This is an optimization exercise on Yosys and OpenROAD, whose aim is small area, not a production implementation.
Function was checked by simulation only, so behaviour that the tests miss may differ from the original.
Power is estimated from default activity; no workload was simulated.

==> module lineAlarmCapture, before the edit <==
module lineAlarmCapture
(
  input  logic        Ck_77,
  input  logic        Rs,           
  input  logic        sel_i,        
  input  logic [41:0] los_i,        
  input  logic [41:0] tsfA_i,       
  input  logic [41:0] tsfB_i,       
  input  logic [3:0]  clr_i,        
  output logic [41:0] losSticky_o,
  output logic [41:0] tsfSticky_o
);
localparam CHAN_NUM   = 42;  
localparam GROUP_NUM  = 3;   
localparam GROUP_CHAN = 14;  
localparam CHA_W      = 4;   
localparam DATA_W     = 32;  
localparam ADDR_W     = 4;   
localparam REP_W      = 7;   
localparam STA_W      = 9;   
localparam CTL_W      = 5;   
localparam [DATA_W-1:0] VERSION_VAL = 32'h0000_0102;  
localparam [DATA_W-1:0] DATE_VAL    = 32'h2021_0719;
localparam [ADDR_W-1:0] ADDR_VERSION = 4'd0;   
localparam [ADDR_W-1:0] ADDR_DATE    = 4'd1;   
localparam [ADDR_W-1:0] ADDR_CFG     = 4'd2;   
localparam [ADDR_W-1:0] ADDR_CTRL    = 4'd3;   
localparam [ADDR_W-1:0] ADDR_STA     = 4'd4;   
localparam [ADDR_W-1:0] ADDR_LOS_LO  = 4'd5;   
localparam [ADDR_W-1:0] ADDR_LOS_HI  = 4'd6;   
localparam [ADDR_W-1:0] ADDR_TSF_LO  = 4'd7;
localparam [ADDR_W-1:0] ADDR_TSF_HI  = 4'd8;
localparam [ADDR_W-1:0] ADDR_WFUL_LO = 4'd9;   
localparam [ADDR_W-1:0] ADDR_WFUL_HI = 4'd10;
localparam [ADDR_W-1:0] ADDR_REMP_LO = 4'd11;  
localparam [ADDR_W-1:0] ADDR_REMP_HI = 4'd12;
localparam [ADDR_W-1:0] ADDR_LCK_LO  = 4'd13;  
localparam [ADDR_W-1:0] ADDR_LCK_HI  = 4'd14;
function automatic [CHAN_NUM-1:0] stickyNextR(input [CHAN_NUM-1:0] old,
                                              input [CHAN_NUM-1:0] live, input clrLo,
                                              input clrHi, input rst);
  reg [CHAN_NUM-1:0] keep;
  begin
    keep = {{(CHAN_NUM-DATA_W){~clrHi & ~rst}}, {DATA_W{~clrLo & ~rst}}};
    stickyNextR = (live & {CHAN_NUM{~rst}}) | (old & keep);
  end
endfunction
function automatic [CHAN_NUM-1:0] stickyNextL(input [CHAN_NUM-1:0] old,
                                              input [CHAN_NUM-1:0] live, input clrLo,
                                              input clrHi, input rst);
  reg [CHAN_NUM-1:0] keep;
  begin
    keep = {{(CHAN_NUM-DATA_W){~clrHi & ~rst}}, {DATA_W{~clrLo & ~rst}}};
    stickyNextL = live | (old & keep);
  end
endfunction
  logic selA, selB;
  logic [CHAN_NUM-1:0] tsfKeep;
  assign selA    = ~sel_i & ~Rs;
  assign selB    = sel_i & ~Rs;
  assign tsfKeep = {{(CHAN_NUM-DATA_W){~clr_i[0] & ~Rs}}, {DATA_W{~clr_i[1] & ~Rs}}};
  always_ff @(posedge Ck_77)
  begin
    losSticky_o <= stickyNextR(losSticky_o, los_i, clr_i[3], clr_i[2], Rs);
    tsfSticky_o <= (tsfA_i & {CHAN_NUM{selA}}) | (tsfB_i & {CHAN_NUM{selB}}) | (tsfSticky_o & tsfKeep);
  end
endmodule
clock: 10.0 ns
lec_check: 0
cap_margin: 20
core_margin: 2
core_utilization: 40
slew_margin: 20
standard.sh (not shown) runs the stock make flow with config.mk's settings and CLKGATE_MAP_FILE= SYNTH_SCRIPT=/design/flow/synth_recipe.tcl, a recipe that flattens the netlist after the stock synthesis.
==> flow/flow/run.sh <==
#!/bin/bash
# Standard ORFS layout (the standard.sh) with three changes:
#  - synthesis maps logic with an area-oriented ABC script (flow/abc_area.script) in place of
#    ORFS's delay-oriented one; the registers are mapped before ABC runs, so they are the same
#  - port buffers use the smallest buffer
#  - the clock tree uses clkbuf_8 on larger sink clusters, without dummy balancing loads
set -euo pipefail
cd "$(dirname "$0")/.."
rm -rf scripts_mod
cp -r "$FLOW_HOME/scripts" scripts_mod
cp flow/abc_area.script scripts_mod/abc_speed.script
export SCRIPTS_DIR="$PWD/scripts_mod"
export BUFFER_PORTS_ARGS="-buffer_cell sky130_fd_sc_hd__buf_1"
export CTS_ARGS="-sink_clustering_enable -repair_clock_nets -dont_use_dummy_load -buf_list {sky130_fd_sc_hd__clkbuf_8} -sink_clustering_size 18 -sink_clustering_max_diameter 60"
bash standard.sh > flow_make.log 2>&1
==> flow/flow/abc_area.script <==
&get -n
&st
&dch
&nf -R 1000 -p -C 32 -F 10
&put
The baseline produced a clean layout.
Change:
--- a/flow/design.v
+++ b/flow/design.v
@@ -103,12 +103,14 @@
   logic [CHAN_NUM-1:0] tsfKeep;
   assign selA    = ~sel_i & ~Rs;
   assign selB    = sel_i & ~Rs;
   assign tsfKeep = {{(CHAN_NUM-DATA_W){~clr_i[0] & ~Rs}}, {DATA_W{~clr_i[1] & ~Rs}}};
+  logic [CHAN_NUM-1:0] tsfStickyN;  
+  assign tsfSticky_o = ~tsfStickyN;
   always_ff @(posedge Ck_77)
   begin
     losSticky_o <= stickyNextR(losSticky_o, los_i, clr_i[3], clr_i[2], Rs);
-    tsfSticky_o <= (tsfA_i & {CHAN_NUM{selA}}) | (tsfB_i & {CHAN_NUM{selB}}) | (tsfSticky_o & tsfKeep);
+    tsfStickyN <= ~((tsfA_i & {CHAN_NUM{selA}}) | (tsfB_i & {CHAN_NUM{selB}}) | (~tsfStickyN & tsfKeep));
   end
 endmodule
 `timescale 1ns/1ps
 module channelAlarmCollect
Non-clock buffer count goes down by 6.
Total power stays flat.
Final area is lower by 0.55%.
Synthesized cell count is about the same.
Via count is unchanged.
Die area goes down by 0.35%.
Area after synthesis goes down by 0.36%.
Wire length shrinks by about 1.9%.
Worst hold slack improves by 0.024 ns.
Setup slack degrades by 0.21 ns.

## port drivers added, routing unchanged
The results above use ideal ports. As a check the final layouts listed here were re-extracted and re-timed, cells and wires unchanged. Step 1 sets driving cells, clkbuf_16 on the clock port and buf_2 on the other inputs (assumed; they add their load-dependent delay and slew). Step 2, shift: input delay + t, output delay - t, t = (earliest + latest rising clock arrival at the registers) / 2. This alone moves slack from input paths to output paths. Slacks: no drivers / after step 1 / after step 2; pairs: no drivers / after step 1.
run	t (ns)	setup slack, ns	worst hold slack (ns)
the first run	0.648	6.156 / 6.157 / 5.509	0.393 / 0.393 / 0.393
the second run	0.670	5.942 / 5.964 / 5.294	0.417 / 0.417 / 0.417
After both steps every run listed still meets setup and hold. The setup slack of the second run, which loses most, moves by +0.022 ns with the drivers and by -0.648 ns with both steps.
